Source: an optimization exercise on an open RTL-to-GDS flow (aim: small area, a short achievable clock period and few clock cycles). Production flows keep margins and buffers that such runs may drop.
Function was checked by simulation only, so behaviour that the tests miss may differ from the original.
Power figures rest on the tool's default switching activity, not on a simulated workload.

File: flow/config.mk
export PLATFORM = sky130hd
export DESIGN_NAME = rv_core
export DESIGN_NICKNAME = rv_core
export VERILOG_FILES = /design/flow/design.v
export SDC_FILE = /design/flow/constraint.sdc
export NUM_CORES = 4
export LEC_CHECK = 0
export CAP_MARGIN = 20
export CELL_PAD_IN_SITES_DETAIL_PLACEMENT = 0
export CELL_PAD_IN_SITES_GLOBAL_PLACEMENT = 1
export CORE_MARGIN = 2
export CORE_UTILIZATION = 55
export CTS_CLUSTER_DIAMETER = 60
export CTS_CLUSTER_SIZE = 30
export SETUP_SLACK_MARGIN = 3.2
export SLEW_MARGIN = 20
export TNS_END_PERCENT = 15
File: flow/constraint.sdc
create_clock -name core_clock -period 6.0 [get_ports {c_clk}]
set_input_delay 1.2000 -clock core_clock [delete_from_list [all_inputs] [get_ports {c_clk}]]
set_output_delay 1.2000 -clock core_clock [all_outputs]
set_load 0.01 [all_outputs]
File: flow/design.v
package rv_core_pkg;
    typedef logic [64-1:0] xlen_t;
    typedef logic [32-1:0] instr_t;
    typedef logic [5-1:0] reg_idx_t;
    typedef logic [6:0] opcode_t;
endpackage
`timescale 1ns/10ps
module ins_accept (
    input  logic                  c_clk,
    input  logic                  c_rst_n,
    input  logic                  ins_req_i,
    input  rv_core_pkg::instr_t   ins_i,
    output logic                  ins_ack_o,
    output logic                  s1_o,       
    output logic                  s2_o,       
    output rv_core_pkg::instr_t   ins_o,
    output rv_core_pkg::reg_idx_t idx_next_o,  
    output logic [63:2]           pc_o        
);
    logic ack;
    logic accept;
    assign accept    = ins_req_i && !ack;
    assign ins_ack_o = ack;
    assign idx_next_o = accept ? ins_i[19:15] : ins_o[24:20];
    always_ff @(posedge c_clk or negedge c_rst_n) begin
        if (!c_rst_n) begin
            ack  <= 1'b0;
            s1_o <= 1'b0;
            s2_o <= 1'b0;
            pc_o <= '0;
        end else begin
            ack  <= ins_req_i;
            s1_o <= accept;
            s2_o <= s1_o;
            if (s1_o) pc_o <= pc_o + 62'd1;
        end
    end
    always_ff @(posedge c_clk) begin
        if (accept) ins_o <= ins_i;
    end
endmodule
`timescale 1ns/10ps
module regfile (
    input  logic                  c_clk,
    input  logic                  c_rst_n,
    input  rv_core_pkg::reg_idx_t rs_next_i,   
    output rv_core_pkg::xlen_t    rs_data_o,
    input  logic                  we_i,
    input  rv_core_pkg::reg_idx_t rd_i,
    input  rv_core_pkg::xlen_t    rd_data_i
);
    rv_core_pkg::xlen_t regs [1:32-1];
    logic [32-1:1] vld;
    rv_core_pkg::xlen_t raw;
    logic [32-1:1] sel;
    always_ff @(posedge c_clk) begin
        for (int i = 1; i < 32; i++) begin
            sel[i] <= (rs_next_i == i) && (vld[i] || (we_i && (rd_i == i)));
        end
    end
    always_comb begin
        raw = '0;
        for (int i = 1; i < 32; i++) raw = raw | ({64{sel[i]}} & regs[i]);
    end
    assign rs_data_o = raw;
    always_ff @(posedge c_clk or negedge c_rst_n) begin
        if (!c_rst_n) begin
            vld <= '0;
        end else begin
            for (int i = 1; i < 32; i++) begin
                if (we_i && (rd_i == i)) vld[i] <= 1'b1;
            end
        end
    end
    always_ff @(posedge c_clk) begin
        for (int i = 1; i < 32; i++) begin
            if (we_i && (rd_i == i)) regs[i] <= rd_data_i;
        end
    end
endmodule
`timescale 1ns/10ps
module decode_stage (
    input  logic                  c_clk,
    input  logic                  c_rst_n,
    input  logic                  s1_i,
    input  logic                  s2_i,
    input  rv_core_pkg::instr_t   ins_i,
    input  logic [63:2]           pc_i,
    input  rv_core_pkg::xlen_t    rs_data_i,
    input  logic                  x2_wr_i,
    input  rv_core_pkg::reg_idx_t x2_rd_i,
    input  rv_core_pkg::xlen_t    x2_res_i,
    output rv_core_pkg::xlen_t    x_a_o,
    output rv_core_pkg::xlen_t    x_b_o,      
    output logic                  x_wr_o,     
    output rv_core_pkg::reg_idx_t x_rd_o,
    output logic [2:0]            x_f3_o,
    output logic                  x_sub_o,    
    output logic                  x_b30_o,
    output logic                  x_w_o,
    output logic                  x_sl_o,     
    output logic                  x_sw_o,     
    output logic                  x_sa_o,     
    output logic [5:0]            x_sh_o      
);
    rv_core_pkg::opcode_t  opcode;
    rv_core_pkg::reg_idx_t rs1, rs2, rd;
    logic fwd_a, fwd_b;
    rv_core_pkg::xlen_t rs_val;
    logic is_rr, is_w, is_upper, is_lui, is_auipc, supported;
    logic [2:0] f3;
    logic sub;
    rv_core_pkg::xlen_t b_val;
    assign opcode   = ins_i[6:0];
    assign rd       = ins_i[11:7];
    assign rs1      = ins_i[19:15];
    assign rs2      = ins_i[24:20];
    assign is_lui   = (opcode == 7'b0110111);
    assign is_auipc = (opcode == 7'b0010111);
    assign is_upper = is_lui || is_auipc;
    assign is_rr    = (opcode == 7'b0110011) || (opcode == 7'b0111011);
    assign is_w     = (opcode == 7'b0011011) || (opcode == 7'b0111011);
    assign supported = is_rr || is_upper
                     || (opcode == 7'b0010011) || (opcode == 7'b0011011);
    assign f3       = is_upper ? 3'b000 : ins_i[14:12];
    assign sub      = (f3 == 3'b010) || (f3 == 3'b011) || ((f3 == 3'b000) && is_rr && ins_i[30]);
    assign b_val    = (is_rr && fwd_b) ? x2_res_i
                    : is_rr    ? rs_data_i
                    : is_upper ? {{32{ins_i[31]}}, ins_i[31:12], 12'b0}
                    : {{52{ins_i[31]}}, ins_i[31:20]};
    assign fwd_a    = x2_wr_i && (x2_rd_i == rs1);
    assign fwd_b    = x2_wr_i && (x2_rd_i == rs2);
    always_ff @(posedge c_clk) begin
        if (s1_i) begin
            x_a_o <= is_lui   ? '0
                   : is_auipc ? {pc_i, 2'b00}
                   : fwd_a    ? x2_res_i
                   : rs_data_i;
        end else if (s2_i && fwd_a && !is_upper) begin
            x_a_o <= x2_res_i;
        end
        x_b_o   <= b_val ^ {64{sub}};
        x_rd_o  <= rd;
        x_f3_o  <= f3;
        x_sub_o <= sub;
        x_b30_o <= ins_i[30];
        x_w_o   <= is_w;
        x_sl_o  <= (f3 == 3'b001);
        x_sw_o  <= is_w && (f3 == 3'b101);
        x_sa_o  <= (f3 == 3'b101) && ins_i[30];
        x_sh_o  <= {b_val[5] && !is_w, b_val[4:0]};
    end
    always_ff @(posedge c_clk or negedge c_rst_n) begin
        if (!c_rst_n) begin
            x_wr_o <= 1'b0;
        end else begin
            x_wr_o <= s2_i && supported && (rd != '0);
        end
    end
endmodule
`timescale 1ns/10ps
module execute_stage (
    input  logic                  c_clk,
    input  logic                  c_rst_n,
    input  rv_core_pkg::xlen_t    x_a_i,
    input  rv_core_pkg::xlen_t    x_b_i,
    input  logic                  x_wr_i,
    input  rv_core_pkg::reg_idx_t x_rd_i,
    input  logic [2:0]            x_f3_i,
    input  logic                  x_sub_i,
    input  logic                  x_b30_i,
    input  logic                  x_w_i,
    input  logic                  x_sl_i,
    input  logic                  x_sw_i,
    input  logic                  x_sa_i,
    input  logic [5:0]            x_sh_i,
    output logic                  rf_we_o,
    output rv_core_pkg::reg_idx_t rf_rd_o,
    output rv_core_pkg::xlen_t    rf_data_o,
    output logic                  x2_wr_o,
    output rv_core_pkg::reg_idx_t x2_rd_o,
    output logic                  wb_valid_o,
    output rv_core_pkg::reg_idx_t wb_rd_o,
    output rv_core_pkg::xlen_t    wb_data_o
);
    function automatic rv_core_pkg::xlen_t rev64(input rv_core_pkg::xlen_t v);
        for (int i = 0; i < 64; i++) rev64[i] = v[63-i];
    endfunction
    rv_core_pkg::xlen_t a, bx, pg, gg, src, t, sres;
    logic [32:0] sum_lo;
    logic [31:0] hg, hp, ng, np, hi0, hi1;
    logic        fill;
    logic [5:0]  sh;
    rv_core_pkg::xlen_t p;
    assign a      = x_a_i;
    assign bx     = x_b_i;
    assign pg     = a ^ bx;
    assign gg     = a & bx;
    assign sum_lo = {1'b0, a[31:0]} + {1'b0, bx[31:0]} + {32'b0, x_sub_i};
    always_comb begin
        hg = gg[63:32];
        hp = pg[63:32];
        for (int l = 0; l < 5; l++) begin
            for (int i = 0; i < 32; i++) begin
                if (i >= (1 << l)) begin
                    ng[i] = hg[i] | (hp[i] & hg[i - (1 << l)]);
                    np[i] = hp[i] & hp[i - (1 << l)];
                end else begin
                    ng[i] = hg[i];
                    np[i] = hp[i];
                end
            end
            hg = ng;
            hp = np;
        end
    end
    assign hi0 = pg[63:32] ^ {hg[30:0], 1'b0};
    assign hi1 = pg[63:32] ^ {hg[30:0] | hp[30:0], 1'b1};
    assign sh    = x_sh_i;
    assign src   = x_sl_i ? rev64(a)
                 : x_sw_i ? {{32{x_sa_i & a[31]}}, a[31:0]}
                 : a;
    assign fill  = x_sa_i && (x_sw_i ? a[31] : a[63]);
    always_comb begin
        t = src;
        if (sh[5]) t = {{32{fill}}, t[63:32]};
        if (sh[4]) t = {{16{fill}}, t[63:16]};
        if (sh[3]) t = {{8{fill}},  t[63:8]};
        if (sh[2]) t = {{4{fill}},  t[63:4]};
        if (sh[1]) t = {{2{fill}},  t[63:2]};
        if (sh[0]) t = {fill,       t[63:1]};
    end
    assign sres = x_sl_i ? rev64(t) : t;
    always_comb begin
        case (x_f3_i)
            3'b001, 3'b101: p = sres;
            3'b100:         p = pg;
            3'b110:         p = pg | gg;
            3'b111:         p = gg;
            default:        p = {hi0, sum_lo[31:0]};
        endcase
    end
    rv_core_pkg::xlen_t p2, r, res;
    logic [31:0] p2_hi1;
    logic        x2_add, x2_slt, x2_uns, x2_c32, x2_co0, x2_co1, x2_sgn, x2_w;
    logic        ltu, lt;
    always_ff @(posedge c_clk) begin
        p2       <= p;
        p2_hi1   <= hi1;
        x2_rd_o  <= x_rd_i;
        x2_add   <= (x_f3_i == 3'b000);
        x2_slt   <= (x_f3_i == 3'b010) || (x_f3_i == 3'b011);
        x2_uns   <= x_f3_i[0];
        x2_c32   <= sum_lo[32];
        x2_co0   <= hg[31];
        x2_co1   <= hg[31] | hp[31];
        x2_sgn   <= a[63] ^ bx[63] ^ x_sub_i;
        x2_w     <= x_w_i;
    end
    always_ff @(posedge c_clk or negedge c_rst_n) begin
        if (!c_rst_n) begin
            x2_wr_o <= 1'b0;
        end else begin
            x2_wr_o <= x_wr_i;
        end
    end
    assign ltu = !(x2_c32 ? x2_co1 : x2_co0);
    assign lt  = x2_uns ? ltu : (ltu ^ x2_sgn);
    assign r   = x2_slt ? {63'b0, lt}
               : {(x2_add && x2_c32) ? p2_hi1 : p2[63:32], p2[31:0]};
    assign res = x2_w ? {{32{r[31]}}, r[31:0]} : r;
    assign rf_we_o   = x2_wr_o;
    assign rf_rd_o   = x2_rd_o;
    assign rf_data_o = res;
    always_ff @(posedge c_clk or negedge c_rst_n) begin
        if (!c_rst_n) begin
            wb_valid_o <= 1'b0;
        end else begin
            wb_valid_o <= x2_wr_o;
        end
    end
    always_ff @(posedge c_clk) begin
        wb_rd_o   <= x2_rd_o;
        wb_data_o <= res;
    end
endmodule
`timescale 1ns/10ps
module rv_core (
    input  logic                  c_clk,
    input  logic                  c_rst_n,
    input  logic                  ins_req_i,
    input  rv_core_pkg::instr_t   ins_i,
    output logic                  ins_ack_o,
    output logic                  wb_valid_o,
    output rv_core_pkg::reg_idx_t wb_rd_o,
    output rv_core_pkg::xlen_t    wb_data_o
);
    logic                  s1, s2;
    rv_core_pkg::instr_t   ins;
    rv_core_pkg::reg_idx_t idx;
    logic [63:2]           pc;
    rv_core_pkg::xlen_t    rs_data;
    rv_core_pkg::xlen_t    x_a, x_b;
    logic                  x_wr, x_sub, x_b30, x_w, x_sl, x_sw, x_sa;
    logic [5:0]            x_sh;
    rv_core_pkg::reg_idx_t x_rd;
    logic [2:0]            x_f3;
    logic                  rf_we;
    rv_core_pkg::reg_idx_t rf_rd;
    rv_core_pkg::xlen_t    rf_data;
    logic                  x2_wr;
    rv_core_pkg::reg_idx_t x2_rd;
    ins_accept u_ins_accept (
        .c_clk      (c_clk),
        .c_rst_n    (c_rst_n),
        .ins_req_i  (ins_req_i),
        .ins_i      (ins_i),
        .ins_ack_o  (ins_ack_o),
        .s1_o       (s1),
        .s2_o       (s2),
        .ins_o      (ins),
        .idx_next_o (idx),
        .pc_o       (pc)
    );
    regfile u_regfile (
        .c_clk      (c_clk),
        .c_rst_n    (c_rst_n),
        .rs_next_i  (idx),
        .rs_data_o  (rs_data),
        .we_i       (rf_we),
        .rd_i       (rf_rd),
        .rd_data_i  (rf_data)
    );
    decode_stage u_decode (
        .c_clk      (c_clk),
        .c_rst_n    (c_rst_n),
        .s1_i       (s1),
        .s2_i       (s2),
        .ins_i      (ins),
        .pc_i       (pc),
        .rs_data_i  (rs_data),
        .x2_wr_i    (x2_wr),
        .x2_rd_i    (x2_rd),
        .x2_res_i   (rf_data),
        .x_a_o      (x_a),
        .x_b_o      (x_b),
        .x_wr_o     (x_wr),
        .x_rd_o     (x_rd),
        .x_f3_o     (x_f3),
        .x_sub_o    (x_sub),
        .x_b30_o    (x_b30),
        .x_w_o      (x_w),
        .x_sl_o     (x_sl),
        .x_sw_o     (x_sw),
        .x_sa_o     (x_sa),
        .x_sh_o     (x_sh)
    );
    execute_stage u_execute (
        .c_clk      (c_clk),
        .c_rst_n    (c_rst_n),
        .x_a_i      (x_a),
        .x_b_i      (x_b),
        .x_wr_i     (x_wr),
        .x_rd_i     (x_rd),
        .x_f3_i     (x_f3),
        .x_sub_i    (x_sub),
        .x_b30_i    (x_b30),
        .x_w_i      (x_w),
        .x_sl_i     (x_sl),
        .x_sw_i     (x_sw),
        .x_sa_i     (x_sa),
        .x_sh_i     (x_sh),
        .rf_we_o    (rf_we),
        .rf_rd_o    (rf_rd),
        .rf_data_o  (rf_data),
        .x2_wr_o    (x2_wr),
        .x2_rd_o    (x2_rd),
        .wb_valid_o (wb_valid_o),
        .wb_rd_o    (wb_rd_o),
        .wb_data_o  (wb_data_o)
    );
endmodule
File: flow/run.sh
#!/bin/bash
# synth_recipe.tcl (not shown) runs the flow's synth.tcl, then flattens the netlist and writes it again
# the make line also repeats each setting of config.mk as NAME=value (left out here)
make -C /OpenROAD-flow-scripts/flow DESIGN_CONFIG=/design/flow/config.mk WORK_HOME=/design/flow/orfs CLKGATE_MAP_FILE= SYNTH_SCRIPT=/design/flow/synth_recipe.tcl finish
==> results of run 1 <==
routing by layer:
metal | up-vias | part of all wire (%) | global-route usage (%)
met5 | - | 0.033 | 0
met4 | 18 | 9.0 | 33.4
met3 | 1592 | 14 | 12.8
met2 | 6912 | 44 | 69.8
met1 | 37874 | 33 | 58.1
li1 | 29551 | - | -
cells in the mapped netlist, drive strengths merged (33+ instances only):
cell type and n:
nand2b 50, a221oi 158, o311ai 33, a31oi 46, xor2 87, o21ai 431, nand3 269, ha 129
xnor2 113, mux4 41, or4 67, o221ai 65, nor2b 78, dfrtp 99, inv 193, nor3b 36
nand4 88, dfxtp 292, a21oi 288, nand2 369, mux2 33, buf 144, edfxtp 2080, a222oi 66
or2 49, a22o 144, clkbuf 345, nor2 221, nor3 41, a21o 34, a22oi 664, mux2i 142
state kept, by name, summed over array words and instances, names as in the netlist, 3 cells and up:
signal and cells:
u_execute.wb_data_o 64, u_execute.p2 64, u_decode.x_f3_o 3, u_decode.x_b_o 64, u_regfile.regs 1984, u_execute.x2_rd_o 5, u_decode.x_sh_o 6, u_regfile.sel 31
u_decode.x_rd_o 5, u_execute.p2_hi1 32, u_regfile.vld 31, u_decode.x_a_o 64, u_ins_accept.pc_o 62, u_execute.wb_rd_o 5, u_ins_accept.ins_o 32
timing repair:
item                                    4_1_cts  5_1_grt
cloned                                       18        4
resized for setup                           637      246
endpoints found under the setup margin     2537     1020
pin swaps                                   134       68
setup buffers                               248       94
cell usage in the layout (no fill, tap or decap), types with 35 or more instances in the layout:
master	count
edfxtp_1	2080
a22oi_1	659
buf_4	444
nand2_1	358
o21ai_0	318
nand3_1	262
dfxtp_1	239
a21oi_1	237
inv_1	169
nor2_1	161
clkbuf_16	158
a22o_1	144
a221oi_1	134
ha_1	110
xnor2_1	108
buf_12	105
clkdlybuf4s50_1	102
mux2i_1	100
dfrtp_1	98
nand4_1	88
xor2_1	87
a222oi_1	66
o21ai_2	60
buf_6	53
nor2b_2	47
or2_2	44
nand2b_1	43
o21ai_1	43
dfxtp_4	42
mux4_2	41
o221ai_1	39
a21oi_2	38
nor2_4	37
or4_1	36
nor3b_1	35
cell families after synthesis:
logic type                 count (synthesis)  share of synthesized area (%)
xor gates and xnor gates                 200                           1.72
muxes                                    216                           2.67
DFF                                     2471                           69.5
buffers and inverters                    684                           2.61
AOI/OAI and AO/OA                       2203                           15.3
and+or+nand+nor                         1337                           6.54
adders and majority gates                132                           1.64
final cells by class:
type,count,area [um^2],share of cell area [%]
antenna,17,42.5,0.0352
clock buffer,173,4000,3.31
clock inverter,109,1460,1.21
inverter,195,779,0.646
multi-input combinational,4099,32400,26.9
sequential,2471,71000,58.8
tap,2464,3080,2.55
timing repair buffer,747,7980,6.61
worst max path at each step:
| stage | startpoint | endpoint | cells after the start |
|---|---|---|---|
| after global placement | u_decode.x_sh_o[4]$_DFF_P_ | u_execute.p2[4]$_DFF_P_ | 8 |
| after detailed placement | u_decode.x_sh_o[4]$_DFF_P_ | u_execute.p2[59]$_DFF_P_ | 8 |
| final | u_decode.x_a_o[2]$_DFFE_PP_ | u_execute.p2[25]$_DFF_P_ | 14 |
| after global routing | u_decode.x_a_o[2]$_DFFE_PP_ | u_execute.p2[25]$_DFF_P_ | 14 |
| after floorplan | u_decode.x_a_o[31]$_DFFE_PP_ | u_execute.p2[6]$_DFF_P_ | 11 |
| after CTS | u_decode.x_a_o[0]$_DFFE_PP_ | u_execute.p2[14]$_DFF_P_ | 14 |
power by group through the flow:
stage / Sequential (mW) / Clock [mW] / Combinational [mW]
3_5_place_dp: 20.1 / 0 / 3.62
2_1_floorplan: 20.0 / 0 / 1.87
5_1_grt: 19.7 / 12.5 / 4.68
6_report: 19.7 / 12.0 / 4.58
3_3_place_gp: 20.1 / 0 / 3.59
4_1_cts: 19.7 / 11.9 / 4.25
critical path: stages, from the launching register on:
cell and delay [ps]:
edfxtp_1 440, inv_1 110, ha_1 390, o211ai_1 120, a21o_1 220, a21oi_2 210
a31oi_4 130, buf_6 160, o41a_1 460, buf_4 160, buf_6 110, xnor2_2 150
nor2_2 70, a221oi_4 420, a221o_1 200
metrics by stage:
step / utilization [%] / hold slack, ps / cell area (um^2) / total power, mW
2_1_floorplan: - / 310 / 102000 / 21.9
3_3_place_gp: 58.5 / 310 / 107000 / 23.7
3_5_place_dp: 58.6 / 315 / 107000 / 23.8
4_1_cts: 64.7 / 327 / 119000 / 35.9
5_1_grt: 65.8 / 333 / 121000 / 36.9
6_report: 65.8 / 325 / 121000 / 36.3
==> results.json, run 1 <==
{
  "synth_edf_count": 2080,
  "hold_viol": 0,
  "port_buffers": 105,
  "ys_seq_elements": 2471,
  "ant_nets": 0,
  "wire_per_inst_um": 43.9,
  "tns_ps": 0,
  "hp-start": "u_decode.x_rd_o[4]$_DFF_P_",
  "seqPwrFrac_pct": 54.3,
  "setup_viol": 0,
  "fin_ws_ps": 2570,
  "internal_power_mw": 26.5,
  "drc": 0,
  "synth_top_area_cell": "edfxtp_1",
  "hold_path_end": "u_execute.x2_rd_o[4]$_DFF_P_",
  "p_leak_nw": 41.4,
  "drive_gt1_share_pct": 21.9,
  "dp_hpwl_um": 261000,
  "synthDistinctLibCells": 85,
  "reg2reg_setup_slack_ps": 2570,
  "timing.rr.start": "u_decode.x_a_o[2]$_DFFE_PP_",
  "grt_pass1_wl_um": 590000,
  "worst_pin_slew_ps": 1430,
  "clock_latency_ps": 890,
  "area_delta_synth_final_pct": 18.5,
  "cp.arrival_ps": 4210,
  "nFillCells": 13019,
  "fp-row-count": 157,
  "synthFlopType": "edfxtp_1",
  "avgSynthCellArea_um2": 14.1,
  "clkPwrFrac_pct": 33.0,
  "ys_warn_count": 5,
  "firstDrtPassIters": 9,
  "reg2reg_depth": 14,
  "end_kind": "flop",
  "grt.total_usage_pct": 46.4,
  "status": "complete, no violations",
  "die_height_um": 434,
  "criticalPathCategory": "reg2reg",
  "max-clock-path-buffers": 3,
  "drv_cap": 0,
  "final_cells": 10275,
  "grt_pass1_vias": 69497,
  "cts_hold_buf": 0,
  "syn_inst": 7243,
  "dpl_worst_slack_ps": 1480,
  "place_congestion": 1.00,
  "report.final.slew_viol_count": 0,
  "min_period_over_period_pct": 57.1,
  "grt_max_degree": 77,
  "cp.required_ps": 6780,
  "relSlewSlack_pct": 4.66,
  "start_kind": "flop",
  "cts_tree": "yes",
  "viasPerCell": 7.39,
  "async_flop_share_pct": 4.01,
  "worst-path-max-fanout": 5,
  "vias": 75947,
  "max-vdd-ir-drop_v": 0.000367,
  "drt-total-wl_um": 451000,
  "fin_worst_skew_ps": 51.8,
  "r2r-end": "u_execute.p2[25]$_DFF_P_",
  "finalCriticalPeriod_ps": 3430,
  "power_density_nw_per_um2": 301,
  "layout.nets": 7833,
  "max_freq_mhz": 292,
  "p_switching_mw": 9.82,
  "die_area_um2": 189000,
  "clock_sinks": 2471,
  "gr-total-overflow": 0,
  "cts_buffers": 152,
  "path_clk_slew_ps": 80,
  "syn-num-nets": 7410,
  "initial_utilization_pct": 55.5,
  "h-tree-depth": 4,
  "pin_count": 106,
  "dp_cells": 9612,
  "die_x_um": 434,
  "swShare_pct": 27.1,
  "yosysSeqAreaShare_pct": 69.5,
  "drtIter0Drc": 14762,
  "coreArea_um2": 183000,
  "synth_area_um2": 102000,
  "hp-class": "reg2reg",
  "clockRootBuffer": "clkbuf_16",
  "grt_setup_unrepaired": "yes",
  "antenna_found_initial": 25,
  "ys_top_cells_by_area": "edfxtp_1, dfxtp_1, a22oi_1",
  "combPwrFrac_pct": 12.6,
  "synth_top_area_share_pct": 61.3,
  "min_path_cells": 0
}
Testbench counts, summed over its fixed seeds: cycles 48,024.
==> inputs of run 2 (changes only) <==
--- a/flow/design.v
+++ b/flow/design.v
@@ -45,8 +45,7 @@
     input  logic                  c_rst_n,
     input  rv_core_pkg::reg_idx_t rs_next_i,   
     output rv_core_pkg::xlen_t    rs_data_o,
-    input  logic                  we_i,
-    input  rv_core_pkg::reg_idx_t rd_i,
+    input  logic [32-1:1] we_i,      
     input  rv_core_pkg::xlen_t    rd_data_i
 );
     rv_core_pkg::xlen_t regs [1:32-1];
@@ -55,7 +54,7 @@
     logic [32-1:1] sel;
     always_ff @(posedge c_clk) begin
         for (int i = 1; i < 32; i++) begin
-            sel[i] <= (rs_next_i == i) && (vld[i] || (we_i && (rd_i == i)));
+            sel[i] <= (rs_next_i == i) && (vld[i] || we_i[i]);
         end
     end
     always_comb begin
@@ -67,14 +66,12 @@
         if (!c_rst_n) begin
             vld <= '0;
         end else begin
-            for (int i = 1; i < 32; i++) begin
-                if (we_i && (rd_i == i)) vld[i] <= 1'b1;
-            end
+            vld <= vld | we_i;
         end
     end
     always_ff @(posedge c_clk) begin
         for (int i = 1; i < 32; i++) begin
-            if (we_i && (rd_i == i)) regs[i] <= rd_data_i;
+            if (we_i[i]) regs[i] <= rd_data_i;
         end
     end
 endmodule
@@ -96,8 +93,8 @@
     output rv_core_pkg::reg_idx_t x_rd_o,
     output logic [2:0]            x_f3_o,
     output logic                  x_sub_o,    
-    output logic                  x_b30_o,
     output logic                  x_w_o,
+    output logic                  x_add_o,
     output logic                  x_sl_o,     
     output logic                  x_sw_o,     
     output logic                  x_sa_o,     
@@ -111,6 +108,7 @@
     logic [2:0] f3;
     logic sub;
     rv_core_pkg::xlen_t b_val;
+    rv_core_pkg::xlen_t a_hold;    
     assign opcode   = ins_i[6:0];
     assign rd       = ins_i[11:7];
     assign rs1      = ins_i[19:15];
@@ -132,19 +130,18 @@
     assign fwd_b    = x2_wr_i && (x2_rd_i == rs2);
     always_ff @(posedge c_clk) begin
         if (s1_i) begin
-            x_a_o <= is_lui   ? '0
-                   : is_auipc ? {pc_i, 2'b00}
-                   : fwd_a    ? x2_res_i
-                   : rs_data_i;
-        end else if (s2_i && fwd_a && !is_upper) begin
-            x_a_o <= x2_res_i;
+            a_hold <= is_lui   ? '0
+                    : is_auipc ? {pc_i, 2'b00}
+                    : fwd_a    ? x2_res_i
+                    : rs_data_i;
         end
+        x_a_o   <= (fwd_a && !is_upper) ? x2_res_i : a_hold;
         x_b_o   <= b_val ^ {64{sub}};
         x_rd_o  <= rd;
         x_f3_o  <= f3;
         x_sub_o <= sub;
-        x_b30_o <= ins_i[30];
         x_w_o   <= is_w;
+        x_add_o <= (f3 == 3'b000) || (f3 == 3'b010) || (f3 == 3'b011);
         x_sl_o  <= (f3 == 3'b001);
         x_sw_o  <= is_w && (f3 == 3'b101);
         x_sa_o  <= (f3 == 3'b101) && ins_i[30];
@@ -168,14 +165,13 @@
     input  rv_core_pkg::reg_idx_t x_rd_i,
     input  logic [2:0]            x_f3_i,
     input  logic                  x_sub_i,
-    input  logic                  x_b30_i,
     input  logic                  x_w_i,
+    input  logic                  x_add_i,    
     input  logic                  x_sl_i,
     input  logic                  x_sw_i,
     input  logic                  x_sa_i,
     input  logic [5:0]            x_sh_i,
-    output logic                  rf_we_o,
-    output rv_core_pkg::reg_idx_t rf_rd_o,
+    output logic [32-1:1] rf_we_o,    
     output rv_core_pkg::xlen_t    rf_data_o,
     output logic                  x2_wr_o,
     output rv_core_pkg::reg_idx_t x2_rd_o,
@@ -231,15 +227,17 @@
         if (sh[0]) t = {fill,       t[63:1]};
     end
     assign sres = x_sl_i ? rev64(t) : t;
+    rv_core_pkg::xlen_t oth;
     always_comb begin
         case (x_f3_i)
-            3'b001, 3'b101: p = sres;
-            3'b100:         p = pg;
-            3'b110:         p = pg | gg;
-            3'b111:         p = gg;
-            default:        p = {hi0, sum_lo[31:0]};
+            3'b001, 3'b101: oth = sres;
+            3'b100:         oth = pg;
+            3'b110:         oth = pg | gg;
+            3'b111:         oth = gg;
+            default:        oth = '0;
         endcase
     end
+    assign p = oth | ({64{x_add_i}} & {hi0, sum_lo[31:0]});
     rv_core_pkg::xlen_t p2, r, res;
     logic [31:0] p2_hi1;
     logic        x2_add, x2_slt, x2_uns, x2_c32, x2_co0, x2_co1, x2_sgn, x2_w;
@@ -269,8 +267,13 @@
     assign r   = x2_slt ? {63'b0, lt}
                : {(x2_add && x2_c32) ? p2_hi1 : p2[63:32], p2[31:0]};
     assign res = x2_w ? {{32{r[31]}}, r[31:0]} : r;
-    assign rf_we_o   = x2_wr_o;
-    assign rf_rd_o   = x2_rd_o;
+    always_ff @(posedge c_clk or negedge c_rst_n) begin
+        if (!c_rst_n) begin
+            rf_we_o <= '0;
+        end else begin
+            for (int i = 1; i < 32; i++) rf_we_o[i] <= x_wr_i && (x_rd_i == i);
+        end
+    end
     assign rf_data_o = res;
     always_ff @(posedge c_clk or negedge c_rst_n) begin
         if (!c_rst_n) begin
@@ -301,12 +304,11 @@
     logic [63:2]           pc;
     rv_core_pkg::xlen_t    rs_data;
     rv_core_pkg::xlen_t    x_a, x_b;
-    logic                  x_wr, x_sub, x_b30, x_w, x_sl, x_sw, x_sa;
+    logic                  x_wr, x_sub, x_w, x_add, x_sl, x_sw, x_sa;
     logic [5:0]            x_sh;
     rv_core_pkg::reg_idx_t x_rd;
     logic [2:0]            x_f3;
-    logic                  rf_we;
-    rv_core_pkg::reg_idx_t rf_rd;
+    logic [31:1]           rf_we;
     rv_core_pkg::xlen_t    rf_data;
     logic                  x2_wr;
     rv_core_pkg::reg_idx_t x2_rd;
@@ -328,7 +330,6 @@
         .rs_next_i  (idx),
         .rs_data_o  (rs_data),
         .we_i       (rf_we),
-        .rd_i       (rf_rd),
         .rd_data_i  (rf_data)
     );
     decode_stage u_decode (
@@ -348,8 +349,8 @@
         .x_rd_o     (x_rd),
         .x_f3_o     (x_f3),
         .x_sub_o    (x_sub),
-        .x_b30_o    (x_b30),
         .x_w_o      (x_w),
+        .x_add_o    (x_add),
         .x_sl_o     (x_sl),
         .x_sw_o     (x_sw),
         .x_sa_o     (x_sa),
@@ -364,14 +365,13 @@
         .x_rd_i     (x_rd),
         .x_f3_i     (x_f3),
         .x_sub_i    (x_sub),
-        .x_b30_i    (x_b30),
         .x_w_i      (x_w),
+        .x_add_i    (x_add),
         .x_sl_i     (x_sl),
         .x_sw_i     (x_sw),
         .x_sa_i     (x_sa),
         .x_sh_i     (x_sh),
         .rf_we_o    (rf_we),
-        .rf_rd_o    (rf_rd),
         .rf_data_o  (rf_data),
         .x2_wr_o    (x2_wr),
         .x2_rd_o    (x2_rd),
--- a/flow/config.mk
+++ b/flow/config.mk
@@ -14,4 +14,4 @@
 export CTS_CLUSTER_SIZE = 30
 export SETUP_SLACK_MARGIN = 3.2
 export SLEW_MARGIN = 20
-export TNS_END_PERCENT = 15
+export TNS_END_PERCENT = 5
==> run 2 against run 1 <==
Still clean. Synthesized cell count increased by 0.41%. Sequential share of layout area increased by 2.3 points. Sequential power grew 3%. Cell area down 0.69%. Die area up 3.0%. Clock-buffer cell count is 6 lower. Routed wire length down 4.1%. Worst setup slack better by 150 ps. Fmax grew 4.7%. Final cell count decreased by 1.7%. Synthesized area up 3.0%. First-iteration DRC count fell by 14%. Largest cell class unchanged.
==> results.json, run 2 <==
{
  "critPathMaxStageDelay_ps": 590,
  "cts_hold_buf": 0,
  "tns_ps": 0,
  "p_leak_nw": 41.3,
  "area_delta_synth_final_pct": 14.3,
  "antenna_found_initial": 24,
  "finalCriticalPeriod_ps": 3270,
  "start_kind": "flop",
  "criticalPathCategory": "reg2reg",
  "synth_area_um2": 105000,
  "layout_commonest_cell": "edfxtp_1",
  "path_clk_slew_ps": 90,
  "cp.arrival_ps": 3960,
  "async_flop_share_pct": 5.06,
  "die_area_um2": 194000,
  "largest_reg_flops": 1984,
  "ys_seq_elements": 2567,
  "cts_tree": "yes",
  "vias": 74369,
  "coreArea_um2": 190000,
  "cts_buffers": 156,
  "layout.nets": 7594,
  "drc": 0,
  "wire_per_inst_um": 42.8,
  "status": "complete, no violations",
  "power_density_nw_per_um2": 303,
  "crit_slowest_cell": "mux4_2",
  "drive_gt1_share_pct": 17.4,
  "synth_edf_count": 2080,
  "drt-total-wl_um": 433000,
  "yosysSeqAreaShare_pct": 69.4,
  "dp_hpwl_um": 246000,
  "report.final.slew_viol_count": 0,
  "end_kind": "flop",
  "viasPerCell": 7.36,
  "wl_met3_um": 56800,
  "dpl_cell_area_um2": 109000,
  "max_freq_mhz": 305,
  "highest_layer": "met5",
  "relSlewSlack_pct": 15.0,
  "mostFrequentLayoutCells": "edfxtp_1, a22oi_1, nand2_1",
  "synthFlopType": "edfxtp_1",
  "clock_sinks": 2567,
  "crit_chain": "buf_12, mux2_4, a21oi_4, buf_12, a31oi_4, mux4_2, mux4_2, a222oi_1, nand2_1",
  "ys_top_cells_by_area": "edfxtp_1, dfxtp_1, a22oi_1",
  "setup_viol": 0,
  "nFillCells": 13989,
  "die_x_um": 441,
  "place_congestion": 1.07,
  "hp-class": "in2async",
  "grt_max_degree": 95,
  "max-clock-path-buffers": 3,
  "syn_inst": 7273,
  "ys_warn_count": 5,
  "reg2reg_setup_slack_ps": 2730,
  "drv_cap": 0,
  "ant_nets": 0,
  "clock_latency_ps": 890,
  "worst_pin_slew_ps": 1270,
  "grt_pass1_vias": 68345,
  "largest-register": "u_regfile.regs",
  "route.met2.wl_um": 188000,
  "clockRootBuffer": "clkbuf_16",
  "firstDrtPassIters": 9,
  "grt.total_usage_pct": 43.9,
  "h-tree-depth": 4,
  "m1WireLength_um": 156000,
  "gr-total-overflow": 0,
  "drtIter0Drc": 12726,
  "cp.required_ps": 6680,
  "synth_commonest_cells": "edfxtp_1, a22oi_1, dfxtp_1, clkbuf_1, o21ai_0",
  "grt_pass1_wl_um": 579000,
  "grt_setup_unrepaired": "yes",
  "pin_count": 106,
  "syn-num-nets": 7440,
  "die_height_um": 441,
  "fin_area_um2": 120000,
  "worst-path-max-fanout": 6,
  "min_period_over_period_pct": 54.6,
  "hold_viol": 0,
  "port_buffers": 105,
  "yosysMostFrequentCell": "edfxtp_1",
  "synth_top_area_share_pct": 59.5,
  "fin_worst_skew_ps": 93.3,
  "synthDistinctLibCells": 94,
  "fp-row-count": 160,
  "initial_utilization_pct": 55.3,
  "synth_top_area_cell": "edfxtp_1",
  "max-vdd-ir-drop_v": 0.000303,
  "avgSynthCellArea_um2": 14.4
}
-- run 2: changes by cell type in the layout (fill, tap and decap cells not counted), sizes merged, moves of 46 or more --
| cell | previous run | this run |
|---|---|---|
| nand2 | 369 | 316 |
| nand3b | 0 | 64 |
| dfxtp | 292 | 357 |
| inv | 227 | 277 |
| nor2 | 223 | 164 |
| mux2i | 142 | 188 |
| buf | 632 | 370 |
| o21ai | 431 | 342 |
| a22o | 144 | 196 |
| a21oi | 288 | 114 |
-- run 2: worst paths after layout --
check                      cells after the start                                 to                            start
min reg2reg                                    0         u_decode.x_rd_o[2]$_DFF_P_  u_ins_accept.ins_o[9]$_DFFE_PP_
min in group core_clock                        0         u_decode.x_rd_o[2]$_DFF_P_  u_ins_accept.ins_o[9]$_DFFE_PP_
min                                            1        u_execute.x2_wr_o$_DFF_PN0_                          c_rst_n
max                                            9           u_execute.p2[32]$_DFF_P_          u_decode.x_sw_o$_DFF_P_
max in group asynchronous                      2  u_ins_accept.pc_o[36]$_DFFE_PN0P_                          c_rst_n
max reg2reg                                    9           u_execute.p2[32]$_DFF_P_          u_decode.x_sw_o$_DFF_P_
-- run 2: critical path, delay by kind of cell, from the launching register on --
| kind | cells | cell delay [ps] |
|---|---|---|
| multiplexers | 3 | 1520 |
| AO/OA/AOI/OAI | 3 | 680 |
| flip-flops | 1 | 460 |
| buffers and inverters | 2 | 340 |
| AND/OR/NAND/NOR | 1 | 100 |
-- run 2: what timing repair did --
action / CTS / global route
pin swaps: 56 / 47
buffers inserted: 115 / 49
endpoints found under the setup margin: 1049 / 370
resized for setup: 424 / 167
cloned: 15 / 8
-- run 2: cell type report --
cell class / instances / area (um^2) / area share, %
clock inverter: 127 / 1740 / 1.45
antenna: 26 / 65.1 / 0.0543
sequential: 2567 / 73300 / 61.1
tap: 2511 / 3140 / 2.62
timing repair buffer: 484 / 5070 / 4.23
timing repair inverter: 1 / 7.51 / 0.00626
clock buffer: 167 / 4090 / 3.41
multi-input combinational: 3985 / 31600 / 26.4
inverter: 232 / 881 / 0.735
-- run 2: cells by family after synthesis --
| group | count (synthesis) | synth area share (%) |
|---|---|---|
| xor+xnor | 205 | 1.71 |
| buf+inv | 728 | 2.72 |
| compound gates | 2038 | 14.4 |
| simple gates | 1290 | 6.44 |
| fa+ha+maj | 132 | 1.60 |
| flops | 2567 | 69.4 |
| mux | 313 | 3.72 |
-- run 2: stage by stage --
step	power (mW)	std cells	setup WS (ps)	hold WS, ps	utilization, %
floorplan	22.1	7273	3000	310	-
global placement	23.6	9589	1700	348	57.6
detailed placement	23.7	9589	1660	348	57.6
CTS	36.0	10013	2840	370	62.4
global route	37.0	10076	2710	386	63.1
finish	36.3	10100	2730	352	63.2
-- run 2: per-layer routing --
metal,up-vias,GRT usage [%]
met5,-,0
met3,1303,11.0
li1,29197,-
met1,37647,59.0
met4,18,25.4
met2,6204,65.1
-- run 2: power by group --
part | leakage [nW] | switching [mW] | internal, mW
clock | 2.81 | 6.81 | 5.75
sequential | 23.7 | 0.394 | 19.9
combinational | 14.7 | 2.34 | 1.07
total | 41.3 | 9.54 | 26.8
Testbench counts of run 2, summed over its fixed seeds: cycles 48,024.
==> inputs of run 3 (changes only) <==
--- a/flow/config.mk
+++ b/flow/config.mk
@@ -14,4 +14,4 @@
 export CTS_CLUSTER_SIZE = 30
 export SETUP_SLACK_MARGIN = 3.2
 export SLEW_MARGIN = 20
-export TNS_END_PERCENT = 5
+export TNS_END_PERCENT = 15
==> run 3 against run 2 <==
Still clean on timing, DRC and antenna. Register-to-register slack gained 130 ps. Critical path depth stayed put. Sequential power is essentially flat. Die area is the same. Non-clock buffer count is 147 higher. Synthesized area unchanged. Clock power is essentially flat. First-iteration DRC count rose by 4.9%. Total power increased by 0.37%. Routed wire length increased by 2.3%.
==> results.json, run 3 <==
{
  "grt_setup_unrepaired": "yes",
  "die_x_um": 441,
  "mostFrequentLayoutCells": "edfxtp_1, a22oi_1, buf_4",
  "ant_nets": 0,
  "fin_worst_skew_ps": 80.3,
  "report.final.slew_viol_count": 0,
  "async_flop_share_pct": 5.06,
  "crit_chain": "buf_12, buf_16, o311ai_4, a31oi_4, mux2i_2, mux2i_1, mux4_2, a221oi_2, o211ai_1",
  "area_delta_synth_final_pct": 16.3,
  "min_period_over_period_pct": 52.4,
  "regArea_um2": 73300,
  "synth_edf_count": 2080,
  "place_congestion": 1.03,
  "ys_seq_elements": 2567,
  "cp.required_ps": 6720,
  "port_buffers": 105,
  "coreArea_um2": 190000,
  "largest-register": "u_regfile.regs",
  "grt_max_degree": 145,
  "path_clk_slew_ps": 90,
  "end_kind": "flop",
  "h-tree-depth": 4,
  "p_leak_nw": 42.3,
  "fp-row-count": 160,
  "die_height_um": 441,
  "setup_viol": 0,
  "cts_buffers": 159,
  "ys_warn_count": 5,
  "cts_tree": "yes",
  "wire_per_inst_um": 43.2,
  "syn-num-nets": 7440,
  "finalCriticalPeriod_ps": 3150,
  "ys_top_cells_by_area": "edfxtp_1, dfxtp_1, a22oi_1",
  "whs_ps": 338,
  "drc": 0,
  "power_density_nw_per_um2": 299,
  "pin_count": 106,
  "syn_inst": 7273,
  "multi_input_area_um2": 32000,
  "status": "complete, no violations",
  "synthDistinctLibCells": 94,
  "firstDrtPassIters": 8,
  "clock_latency_ps": 880,
  "crit_slowest_cell": "mux4_2",
  "grt.total_usage_pct": 43.3,
  "drv_cap": 0,
  "synth_top_area_share_pct": 59.5,
  "synth_area_um2": 105000,
  "gr-total-overflow": 0,
  "start_kind": "flop",
  "tns_ps": 0,
  "drtIter0Drc": 13346,
  "layout.nets": 7747,
  "die_area_um2": 194000,
  "synthFlopType": "edfxtp_1",
  "criticalPathCategory": "reg2reg",
  "yosysSeqAreaShare_pct": 69.4,
  "hp-class": "reg2reg",
  "max-clock-path-buffers": 3,
  "worst_pin_slew_ps": 1290,
  "max-vdd-ir-drop_v": 0.000383,
  "synth_top_area_cell": "edfxtp_1",
  "clock_sinks": 2567,
  "synth_commonest_cells": "edfxtp_1, a22oi_1, dfxtp_1, clkbuf_1, o21ai_0",
  "reg2reg_depth": 9,
  "avgSynthCellArea_um2": 14.4,
  "critPathMaxStageDelay_ps": 500,
  "antenna_found_initial": 31,
  "largest_reg_flops": 1984,
  "grt_pass1_vias": 68636,
  "drt-total-wl_um": 443000,
  "drive_gt1_share_pct": 19.7,
  "yosysMostFrequentCell": "edfxtp_1",
  "vias": 75486,
  "layout_commonest_cell": "edfxtp_1",
  "cts_hold_buf": 0,
  "clockRootBuffer": "clkbuf_16",
  "hold_viol": 0,
  "dp_hpwl_um": 253000,
  "viasPerCell": 7.37,
  "min_path_cells": 0,
  "grt_pass1_wl_um": 575000,
  "cp.arrival_ps": 3860,
  "max_freq_mhz": 318,
  "initial_utilization_pct": 55.3,
  "worst-path-max-fanout": 12,
  "relSlewSlack_pct": 14.2,
  "nFillCells": 13717
}
==> run 3: cell counts after synthesis <==
Identical to the previous run, type by type.
==> run 3: logic make-up (layout without fill, tap and decap cells) <==
kind of cell,Yosys count,count (layout),synth area share [%]
flops,2567,2567,69.4
compound gates,2038,2040,14.4
simple gates,1290,1299,6.44
buf+inv,728,1160,2.72
mux,313,313,3.72
xor+xnor,205,205,1.71
fa+ha+maj,132,132,1.60
other cells,0,22,0
==> run 3: worst max-delay path, delay by kind of cell, from the launching register on <==
kind            cells  cell delay, ps
flops               1             440
compound gates      4            1140
buf+inv             2             360
mux                 3            1040
==> run 3: per-stage QoR <==
step / area (um^2) / worst slack [ps] / power (mW) / utilization, % / std cells
after floorplan: 105000 / 3070 / 22.1 / - / 7273
after global placement: 109000 / 1570 / 23.6 / 57.7 / 9612
after detailed placement: 109000 / 1830 / 23.6 / 57.7 / 9613
after CTS: 119000 / 2900 / 36.2 / 62.6 / 10039
after global routing: 122000 / 2820 / 37.2 / 64.3 / 10231
final: 122000 / 2850 / 36.4 / 64.3 / 10249
==> run 3: metal layers <==
layer | vias to the layer above | wire length, um | part of all wire [%] | global-route usage [%]
met5 | - | 274 | 0.062 | 0
met4 | 20 | 30900 | 7.0 | 23.2
met3 | 1265 | 59300 | 13 | 10.5
met1 | 38322 | 154000 | 35 | 57.5
li1 | 29547 | - | - | -
met2 | 6332 | 198000 | 45 | 66.3
==> run 3: worst paths after layout <==
check                      slack [ps]                     from                                 to
setup / recovery                 2850  u_decode.x_sl_o$_DFF_P_           u_execute.p2[30]$_DFF_P_
hold / removal                    340   u_decode.x_w_o$_DFF_P_             u_execute.x2_w$_DFF_P_
setup reg to reg                 2850  u_decode.x_sl_o$_DFF_P_           u_execute.p2[30]$_DFF_P_
hold reg to reg                   340   u_decode.x_w_o$_DFF_P_             u_execute.x2_w$_DFF_P_
max in group asynchronous        4190                  c_rst_n  u_ins_accept.pc_o[57]$_DFFE_PN0P_
min in group asynchronous         370                  c_rst_n     u_execute.wb_valid_o$_DFF_PN0_
==> run 3: power by group <==
group	total (mW)	internal [mW]	leakage, nW	switching, mW
sequential	20.3	19.9	23.7	0.366
combinational	3.44	1.11	15.7	2.33
clock	12.7	5.79	2.82	6.90
==> run 3: repair_timing <==
action	CTS	global route
gates cloned	17	12
pin swaps	70	68
setup endpoints to repair	438	426
resized for setup	487	245
setup buffers	112	171
==> run 3: final cells by class <==
class / instances / share of cell area (%)
sequential: 2567 / 60.0
tap: 2511 / 2.57
inverter: 232 / 0.717
antenna: 22 / 0.0451
clock buffer: 172 / 3.40
timing repair buffer: 631 / 5.62
clock inverter: 125 / 1.41
multi-input combinational: 3989 / 26.2
==> inputs of run 4 (changes only) <==
--- a/flow/design.v
+++ b/flow/design.v
@@ -19,6 +19,33 @@
 );
     logic ack;
     logic accept;
+    logic [7:0]  grp_ones;      
+    logic [7:0]  cin_grp;       
+    logic [63:2] pc_inc;
+    always_comb begin
+        for (int k = 0; k < 8; k++) begin
+            grp_ones[k] = 1'b1;
+            for (int i = 0; i < 8; i++) begin
+                if (8 * k + i < 62) grp_ones[k] = grp_ones[k] & pc_o[2 + 8 * k + i];
+            end
+        end
+    end
+    always_ff @(posedge c_clk) begin
+        for (int k = 0; k < 8; k++) begin
+            cin_grp[k] <= 1'b1;
+            for (int j = 0; j < k; j++) begin
+                if (!grp_ones[j]) cin_grp[k] <= 1'b0;
+            end
+        end
+    end
+    always_comb begin
+        for (int i = 0; i < 62; i++) begin
+            logic c;
+            c = cin_grp[i / 8];
+            for (int j = 8 * (i / 8); j < i; j++) c = c & pc_o[2 + j];
+            pc_inc[2 + i] = pc_o[2 + i] ^ c;
+        end
+    end
     assign accept    = ins_req_i && !ack;
     assign ins_ack_o = ack;
     assign idx_next_o = accept ? ins_i[19:15] : ins_o[24:20];
@@ -32,7 +59,7 @@
             ack  <= ins_req_i;
             s1_o <= accept;
             s2_o <= s1_o;
-            if (s1_o) pc_o <= pc_o + 62'd1;
+            if (s1_o) pc_o <= pc_inc;
         end
     end
     always_ff @(posedge c_clk) begin
@@ -182,7 +209,7 @@
     function automatic rv_core_pkg::xlen_t rev64(input rv_core_pkg::xlen_t v);
         for (int i = 0; i < 64; i++) rev64[i] = v[63-i];
     endfunction
-    rv_core_pkg::xlen_t a, bx, pg, gg, src, t, sres;
+    rv_core_pkg::xlen_t a, bx, pg, gg, src, t;
     logic [32:0] sum_lo;
     logic [31:0] hg, hp, ng, np, hi0, hi1;
     logic        fill;
@@ -226,11 +253,10 @@
         if (sh[1]) t = {{2{fill}},  t[63:2]};
         if (sh[0]) t = {fill,       t[63:1]};
     end
-    assign sres = x_sl_i ? rev64(t) : t;
     rv_core_pkg::xlen_t oth;
     always_comb begin
         case (x_f3_i)
-            3'b001, 3'b101: oth = sres;
+            3'b001, 3'b101: oth = t;    
             3'b100:         oth = pg;
             3'b110:         oth = pg | gg;
             3'b111:         oth = gg;
@@ -240,12 +266,13 @@
     assign p = oth | ({64{x_add_i}} & {hi0, sum_lo[31:0]});
     rv_core_pkg::xlen_t p2, r, res;
     logic [31:0] p2_hi1;
-    logic        x2_add, x2_slt, x2_uns, x2_c32, x2_co0, x2_co1, x2_sgn, x2_w;
+    logic        x2_sl, x2_add, x2_slt, x2_uns, x2_c32, x2_co0, x2_co1, x2_sgn, x2_w;
     logic        ltu, lt;
     always_ff @(posedge c_clk) begin
         p2       <= p;
         p2_hi1   <= hi1;
         x2_rd_o  <= x_rd_i;
+        x2_sl    <= x_sl_i;
         x2_add   <= (x_f3_i == 3'b000);
         x2_slt   <= (x_f3_i == 3'b010) || (x_f3_i == 3'b011);
         x2_uns   <= x_f3_i[0];
@@ -265,6 +292,7 @@
     assign ltu = !(x2_c32 ? x2_co1 : x2_co0);
     assign lt  = x2_uns ? ltu : (ltu ^ x2_sgn);
     assign r   = x2_slt ? {63'b0, lt}
+               : x2_sl  ? rev64(p2)
                : {(x2_add && x2_c32) ? p2_hi1 : p2[63:32], p2[31:0]};
     assign res = x2_w ? {{32{r[31]}}, r[31:0]} : r;
     always_ff @(posedge c_clk or negedge c_rst_n) begin
--- a/flow/config.mk
+++ b/flow/config.mk
@@ -9,7 +9,7 @@
 export CELL_PAD_IN_SITES_DETAIL_PLACEMENT = 0
 export CELL_PAD_IN_SITES_GLOBAL_PLACEMENT = 1
 export CORE_MARGIN = 2
-export CORE_UTILIZATION = 55
+export CORE_UTILIZATION = 65
 export CTS_CLUSTER_DIAMETER = 60
 export CTS_CLUSTER_SIZE = 30
 export SETUP_SLACK_MARGIN = 3.2
==> run 4 against run 3 <==
Still clean on timing, DRC and antenna. Via count is 2.6% lower. Synthesized cell count is 1.3% lower. Total power is 3.4% lower. Sequential share of layout area is 2.5 points higher. Clock power is 9% lower. Clock skew is 13 ps higher. Critical path depth stayed put. Sequential power hardly changed. First-iteration DRC count is 15% higher. Critical path type unchanged. Largest power group unchanged.
==> results.json, run 4 <==
{
  "status": "complete, no violations",
  "drive_gt1_share_pct": 17.3,
  "r2r-end": "u_execute.p2[31]$_DFF_P_",
  "coreArea_um2": 160000,
  "synthDistinctLibCells": 86,
  "ys_seq_elements": 2575,
  "grt.total_usage_pct": 48.5,
  "criticalPathCategory": "reg2reg",
  "cts_buffers": 146,
  "clock_latency_ps": 880,
  "total_power_mw": 35.2,
  "clock_sinks": 2575,
  "p_leak_nw": 40.7,
  "dpl_worst_slack_ps": 2220,
  "clockRootBuffer": "clkbuf_16",
  "grt_use_met1_pct": 63.2,
  "area_delta_synth_final_pct": 12.4,
  "layout.nets": 7531,
  "grt_max_degree": 149,
  "power_density_nw_per_um2": 300,
  "viasPerCell": 7.71,
  "worst-path-max-fanout": 38,
  "end_kind": "flop",
  "fin_worst_skew_ps": 93.6,
  "reg2reg_setup_slack_ps": 2900,
  "path_clk_slew_ps": 110,
  "fp-row-count": 147,
  "async_flop_share_pct": 5.05,
  "syn_inst": 7179,
  "drc": 0,
  "drt-total-wl_um": 401000,
  "layout_commonest_cell": "edfxtp_1",
  "syn-num-nets": 7399,
  "tns_ps": 0,
  "drv_cap": 0,
  "mostFrequentLayoutCells": "edfxtp_1, a22oi_1, dfxtp_1",
  "yosysSeqAreaShare_pct": 69.9,
  "finalCriticalPeriod_ps": 3100,
  "synth_top_area_cell": "edfxtp_1",
  "die_area_um2": 164000,
  "die_height_um": 405,
  "h-tree-depth": 4,
  "critPathCapture": "u_execute.p2[31]$_DFF_P_",
  "yosysMostFrequentCell": "edfxtp_1",
  "grt_pass1_vias": 68803,
  "antenna_found_initial": 30,
  "firstDrtPassIters": 9,
  "synthFlopType": "edfxtp_1",
  "ant_nets": 0,
  "ys_top_cells_by_area": "edfxtp_1, dfxtp_1, a22oi_1",
  "fin_area_um2": 117000,
  "report.final.slew_viol_count": 0,
  "grt_setup_unrepaired": "yes",
  "place_congestion": 1.06,
  "worst_pin_slew_ps": 1280,
  "synth_top_area_share_pct": 59.8,
  "synth_edf_count": 2080,
  "max-clock-path-buffers": 3,
  "top_usage_layer": "met2",
  "initial_utilization_pct": 65.3,
  "hold_viol": 0,
  "start_kind": "flop",
  "grt_pass1_wl_um": 544000,
  "die_x_um": 405,
  "cp.arrival_ps": 3770,
  "cp.required_ps": 6680,
  "grtUsageMet3_pct": 17.3,
  "setup_viol": 0,
  "crit_start": "u_decode.x_sh_o[4]$_DFF_P_",
  "whs_ps": 356,
  "dp_hpwl_um": 227000,
  "max-vdd-ir-drop_v": 0.000429,
  "min_period_over_period_pct": 51.6,
  "met2_usage_pct": 68.3,
  "port_buffers": 105,
  "synth_area_um2": 104000,
  "fin_ws_ps": 2900,
  "ys_warn_count": 5,
  "wire_per_inst_um": 42.1,
  "synth_commonest_cells": "edfxtp_1, a22oi_1, dfxtp_1, clkbuf_1, o21ai_0",
  "largest-register": "u_regfile.regs",
  "gr-total-overflow": 0,
  "max_freq_mhz": 323,
  "pin_count": 106,
  "cts_tree": "yes",
  "avgSynthCellArea_um2": 14.6,
  "largest_reg_flops": 1984,
  "timing.rr.start": "u_decode.x_sh_o[4]$_DFF_P_",
  "hp-class": "reg2reg",
  "drtIter0Drc": 15334,
  "relSlewSlack_pct": 14.2,
  "reg2reg_depth": 9,
  "dpl_cell_area_um2": 108000,
  "vias": 73529
}
-- run 4: changes by cell type after synthesis, sizes merged, moves of 50 or more --
cell,before,now
mux2,72,140
inv,231,181
a21oi,113,232
nor2,164,218
ha,129,182
nand2,316,255
-- run 4: timing repair --
action                                  4_1_cts  5_1_grt
buffers inserted                            126       40
hold endpoints to repair                      0        0
pin swaps                                    49       20
endpoints found under the setup margin      683      453
hold buffers                                  0        0
gates resized for setup                     337      108
gates cloned                                 17        3
-- run 4: layer usage --
metal / part of all wire [%] / vias to the layer above
li1: - / 28647
met1: 32 / 35654
met2: 42 / 7524
met3: 17 / 1682
met4: 8.6 / 22
met5: 0.078 / -
-- run 4: worst min path at each step --
stage | from | endpoint | cells after the start
after floorplan | u_decode.x_w_o$_DFF_P_ | u_execute.x2_w$_DFF_P_ | 0
after global placement | u_decode.x_w_o$_DFF_P_ | u_execute.x2_w$_DFF_P_ | 0
after detailed placement | u_decode.x_w_o$_DFF_P_ | u_execute.x2_w$_DFF_P_ | 0
after CTS | u_ins_accept.ins_o[10]$_DFFE_PP_ | u_decode.x_rd_o[3]$_DFF_P_ | 0
after global routing | u_ins_accept.ins_o[10]$_DFFE_PP_ | u_decode.x_rd_o[3]$_DFF_P_ | 0
final | u_ins_accept.ins_o[10]$_DFFE_PP_ | u_decode.x_rd_o[3]$_DFF_P_ | 0
-- run 4: per-stage QoR --
stage | instances | utilization (%)
finish | 9539 | 73.4
detailed placement | 9063 | 67.8
global placement | 9063 | 67.8
CTS | 9479 | 72.8
global route | 9522 | 73.3
floorplan | 7179 | -
-- run 4: cell type report --
class / instances / area [um^2]
Tap cell: 2086 / 2610
Clock inverter: 103 / 1310
Antenna cell: 17 / 42.5
Timing Repair inverter: 2 / 15.0
Multi-Input combinational cell: 3926 / 30600
Timing Repair Buffer: 477 / 4960
Inverter: 183 / 701
Fill cell: 9899 / 42600
Sequential cell: 2575 / 73400
Clock buffer: 170 / 3820
-- run 4: report_power, final --
part	leakage [nW]	switching [mW]	total, mW	internal [mW]
clock	2.48	6.37	11.6	5.25
sequential	23.8	0.327	20.3	20.0
combinational	14.4	2.25	3.26	1.01
total	40.7	8.95	35.2	26.3
-- run 4: cell families (layout without fill, tap and decap cells) --
| family | after synthesis | after routing | share of synthesized area (%) |
|---|---|---|---|
| DFF | 2575 | 2575 | 69.9 |
| AOI/OAI and AO/OA | 1950 | 1950 | 13.5 |
| and+or+nand+nor | 1232 | 1240 | 6.13 |
| buffers and inverters | 686 | 935 | 2.53 |
| muxes | 393 | 393 | 4.43 |
| adders and majority gates | 185 | 185 | 2.24 |
| xor gates and xnor gates | 158 | 158 | 1.32 |
| other | 0 | 17 | 0 |
-- run 4: critical path: stages (launching register included) --
cell	delay [ps]
dfxtp_1	340
buf_12	200
nor2_4	510
o211ai_1	170
o211a_1	230
mux4_2	530
mux2_4	310
a221oi_2	270
o21ai_1	110
a211o_1	270
==> inputs of run 5 (changes only) <==
--- a/flow/design.v
+++ b/flow/design.v
@@ -168,7 +168,7 @@
         x_f3_o  <= f3;
         x_sub_o <= sub;
         x_w_o   <= is_w;
-        x_add_o <= (f3 == 3'b000) || (f3 == 3'b010) || (f3 == 3'b011);
+        x_add_o <= (f3 == 3'b000);
         x_sl_o  <= (f3 == 3'b001);
         x_sw_o  <= is_w && (f3 == 3'b101);
         x_sa_o  <= (f3 == 3'b101) && ins_i[30];
@@ -291,9 +291,8 @@
     end
     assign ltu = !(x2_c32 ? x2_co1 : x2_co0);
     assign lt  = x2_uns ? ltu : (ltu ^ x2_sgn);
-    assign r   = x2_slt ? {63'b0, lt}
-               : x2_sl  ? rev64(p2)
-               : {(x2_add && x2_c32) ? p2_hi1 : p2[63:32], p2[31:0]};
+    assign r   = x2_sl  ? rev64(p2)
+               : {(x2_add && x2_c32) ? p2_hi1 : p2[63:32], p2[31:1], p2[0] | (x2_slt && lt)};
     assign res = x2_w ? {{32{r[31]}}, r[31:0]} : r;
     always_ff @(posedge c_clk or negedge c_rst_n) begin
         if (!c_rst_n) begin
--- a/flow/config.mk
+++ b/flow/config.mk
@@ -14,4 +14,4 @@
 export CTS_CLUSTER_SIZE = 30
 export SETUP_SLACK_MARGIN = 3.2
 export SLEW_MARGIN = 20
-export TNS_END_PERCENT = 15
+export TNS_END_PERCENT = 40
==> run 5 against run 4 <==
Still clean on timing, DRC and antenna. Via count up 0.77%. Final cell count grew 2.0%. Global-route usage down 0.24 points. Clock skew fell by 19 ps. Fmax shrank 3.9%. Worst setup slack got worse by 120 ps. Combinational power shrank 3%. Register-to-register slack worse by 120 ps. Non-clock buffer count up 55. Critical path depth grew 4. Die area down 0.15%. Critical path type unchanged. Critical endpoint is now u_execute.p2[30]$_DFF_P_. Largest power group unchanged. Highest routed layer unchanged.
==> results.json, run 5 <==
{
  "drtIter0Drc": 14451,
  "cts_hold_buf": 0,
  "clock_latency_ps": 870,
  "grt_pass1_vias": 68840,
  "syn-num-nets": 7551,
  "avgSynthCellArea_um2": 14.2,
  "die_x_um": 405,
  "yosysSeqAreaShare_pct": 70.0,
  "vias": 74098,
  "cts_tree": "yes",
  "dpl_cell_area_um2": 108000,
  "ant_nets": 0,
  "min_period_over_period_pct": 53.7,
  "dp_cells": 9191,
  "hold_viol": 0,
  "layout.nets": 7726,
  "synth_area_um2": 104000,
  "cp.arrival_ps": 3920,
  "relSlewSlack_pct": 18.1,
  "die_area_um2": 164000,
  "gr-total-overflow": 0,
  "die_height_um": 405,
  "grt_setup_unrepaired": "yes",
  "nFillCells": 9689,
  "cts_buffers": 145,
  "drt-total-wl_um": 404000,
  "fp-row-count": 147,
  "synth_edf_count": 2080,
  "hp-class": "reg2reg",
  "worst-path-max-fanout": 3,
  "area_delta_synth_final_pct": 14.1,
  "setup_viol": 0,
  "synthFlopType": "edfxtp_1",
  "antenna_found_initial": 32,
  "mostFrequentLayoutCells": "edfxtp_1, a22oi_1, nand2_1",
  "timing.rr.start": "u_decode.x_b_o[0]$_DFF_P_",
  "wire_per_inst_um": 41.5,
  "drive_gt1_share_pct": 18.4,
  "clockRootBuffer": "clkbuf_16",
  "tns_ps": 0,
  "worst_pin_slew_ps": 1230,
  "ys_warn_count": 5,
  "coreArea_um2": 160000,
  "initial_utilization_pct": 65.2,
  "drv_cap": 0,
  "reg2reg_depth": 13,
  "layout_commonest_cell": "edfxtp_1",
  "largest_reg_flops": 1984,
  "end_kind": "flop",
  "ys_seq_elements": 2575,
  "synth_top_area_cell": "edfxtp_1",
  "fin_area_um2": 119000,
  "async_flop_share_pct": 5.05,
  "max-clock-path-buffers": 3,
  "report.final.slew_viol_count": 0,
  "pin_count": 106,
  "firstDrtPassIters": 7,
  "place_congestion": 1.01,
  "utilization_pct": 74.4,
  "synthDistinctLibCells": 85,
  "port_buffers": 105,
  "viasPerCell": 7.61,
  "h-tree-depth": 4,
  "start_kind": "flop",
  "drc": 0,
  "power_density_nw_per_um2": 295,
  "cp.required_ps": 6700,
  "status": "complete, no violations",
  "final_cells": 9734,
  "max_freq_mhz": 311,
  "min_path_cells": 0,
  "crit_start": "u_decode.x_b_o[0]$_DFF_P_",
  "finalCriticalPeriod_ps": 3220,
  "clock_sinks": 2575,
  "yosysMostFrequentCell": "edfxtp_1",
  "reg2reg_setup_slack_ps": 2780,
  "fin_worst_skew_ps": 74.9,
  "largest-register": "u_regfile.regs",
  "p_leak_nw": 41.9,
  "grt.total_usage_pct": 48.2,
  "dp_hpwl_um": 223000,
  "grt_pass1_wl_um": 541000,
  "synth_commonest_cells": "edfxtp_1, a22oi_1, nand2_1, o21ai_0, clkbuf_1",
  "synth_top_area_share_pct": 59.9,
  "critPathCapture": "u_execute.p2[30]$_DFF_P_",
  "max-vdd-ir-drop_v": 0.000431,
  "ys_top_cells_by_area": "edfxtp_1, dfxtp_1, a22oi_1",
  "criticalPathCategory": "reg2reg",
  "r2r-end": "u_execute.p2[30]$_DFF_P_",
  "path_clk_slew_ps": 90,
  "syn_inst": 7331,
  "grt_max_degree": 128
}
## run 5: cell types whose count changed in the layout (fill, tap and decap cells not counted), moves of 24 or more
| cell | before | now |
|---|---|---|
| nand2_1 | 244 | 456 |
| o21ai_0 | 235 | 313 |
| mux2i_1 | 192 | 121 |
| mux2_2 | 138 | 73 |
| a21oi_1 | 209 | 171 |
| nor2_1 | 177 | 142 |
| dlymetal6s2s_1 | 0 | 32 |
| clkdlybuf4s50_1 | 102 | 71 |
| dfxtp_4 | 46 | 73 |
| xnor2_1 | 90 | 115 |
| xor2_1 | 65 | 40 |
| inv_1 | 172 | 196 |
## run 5: final cells by class
type                       count  area [um^2]  area share (%)
tap                         2086         2610            2.19
timing repair inverter         3         17.5          0.0147
antenna                       25         62.6          0.0526
clock buffer                 159         3740            3.14
sequential                  2575        73500            61.7
timing repair buffer         532         5840            4.91
multi-input combinational   4036        31000            26.1
clock inverter               105         1440            1.21
inverter                     213          836           0.702
## run 5: per-stage QoR
stage / worst slack, ps / total power [mW] / hold slack, ps
detailed placement: 2140 / 23.3 / 313
CTS: 2750 / 34.8 / 308
global placement: 2090 / 23.3 / 315
finish: 2780 / 35.1 / 308
floorplan: 2890 / 22.0 / 310
global route: 2680 / 35.8 / 308
## run 5: critical path, stage by stage (launching register included)
cell       delay, ps
dfxtp_2          330
fa_2             400
inv_2             70
fa_2             200
nand2b_4         140
a31oi_4          110
o31ai_4          330
a2111oi_4        130
o32a_1           310
buf_6            140
a2111oi_4        350
o31ai_2          130
xor2_1           150
a221o_1          290
## run 5: worst min-delay path by stage
stage / startpoint / end / slack [ps]
2_1_floorplan: u_decode.x_w_o$_DFF_P_ / u_execute.x2_w$_DFF_P_ / 310
3_3_place_gp: u_decode.x_w_o$_DFF_P_ / u_execute.x2_w$_DFF_P_ / 310
3_5_place_dp: u_decode.x_w_o$_DFF_P_ / u_execute.x2_w$_DFF_P_ / 310
4_1_cts: u_decode.x_w_o$_DFF_P_ / u_execute.x2_w$_DFF_P_ / 310
5_1_grt: u_decode.x_w_o$_DFF_P_ / u_execute.x2_w$_DFF_P_ / 310
6_report: u_decode.x_w_o$_DFF_P_ / u_execute.x2_w$_DFF_P_ / 310
## run 5: what timing repair did
action	CTS	global route
pin swaps	78	75
setup buffers	143	79
gates cloned	15	14
endpoints found under the hold margin	0	0
gates resized for setup	466	307
setup endpoints to repair	1597	381
## run 5: cells by family (layout without fill, tap and decap cells)
logic type,Yosys count,count (layout),synth area share [%]
compound gates,2024,2024,13.8
xor+xnor,162,162,1.36
fa+ha+maj,185,185,2.24
buf+inv,729,1012,2.73
flops,2575,2575,70.0
mux,273,274,3.18
other cells,0,25,0
simple gates,1383,1391,6.65
## run 5: where the power goes
| group | switching [mW] | total (mW) | internal [mW] |
|---|---|---|---|
| Combinational | 2.15 | 3.17 | 1.03 |
| Sequential | 0.328 | 20.3 | 19.9 |
| Clock | 6.38 | 11.7 | 5.31 |
| Total | 8.85 | 35.1 | 26.3 |
## run 5: layer usage
layer	part of all wire, %	GRT usage (%)	vias to the layer above
met5	0.085	0.773	-
met4	9.8	35.4	28
met3	16	16.2	1875
met2	44	72.7	7252
met1	31	58.1	35866
li1	-	-	29077
Testbench counts of run 5, summed over its fixed seeds: cycles 48,024.

[static timing again, ports no longer ideal]
How much do the figures lean on ideal ports? The routed layouts below were timed once more, with nothing changed but the port constraints.
Step 1: set_driving_cell puts a clkbuf_16 on c_clk and a buf_2 on each other input, an assumption about the parent block.
Step 2 adds t to the input delays and takes it off the output delays; t is the mean of the earliest and latest rising clock arrival at the registers after step 1. Input paths then give back, and output paths get back, about the clock's delay inside the block.
Slacks: ideal ports / drivers / drivers and shift; pairs: ideal ports / drivers.
run	shift t [ns]	setup slack, ns	worst hold slack (ns)	clock arrival spread, ns	pins driven straight from the clock port
run 1	0.958	2.571 / 2.571 / 2.242	0.325 / 0.325 / 0.325	0.056 / 0.056	1
run 2	0.945	2.725 / 2.725 / 2.205	0.352 / 0.298 / 0.367	0.093 / 0.093	1
run 3	0.939	2.854 / 2.841 / 2.463	0.338 / 0.322 / 0.338	0.084 / 0.084	1
run 4	0.921	2.904 / 2.866 / 2.186	0.356 / 0.356 / 0.356	0.094 / 0.094	1
run 5	0.918	2.779 / 2.779 / 2.356	0.308 / 0.308 / 0.308	0.075 / 0.075	1
After both steps setup and hold are still met in every run listed. For run 4, which loses most, drivers alone change the setup slack by -0.038 ns; drivers and shift together by -0.718 ns.
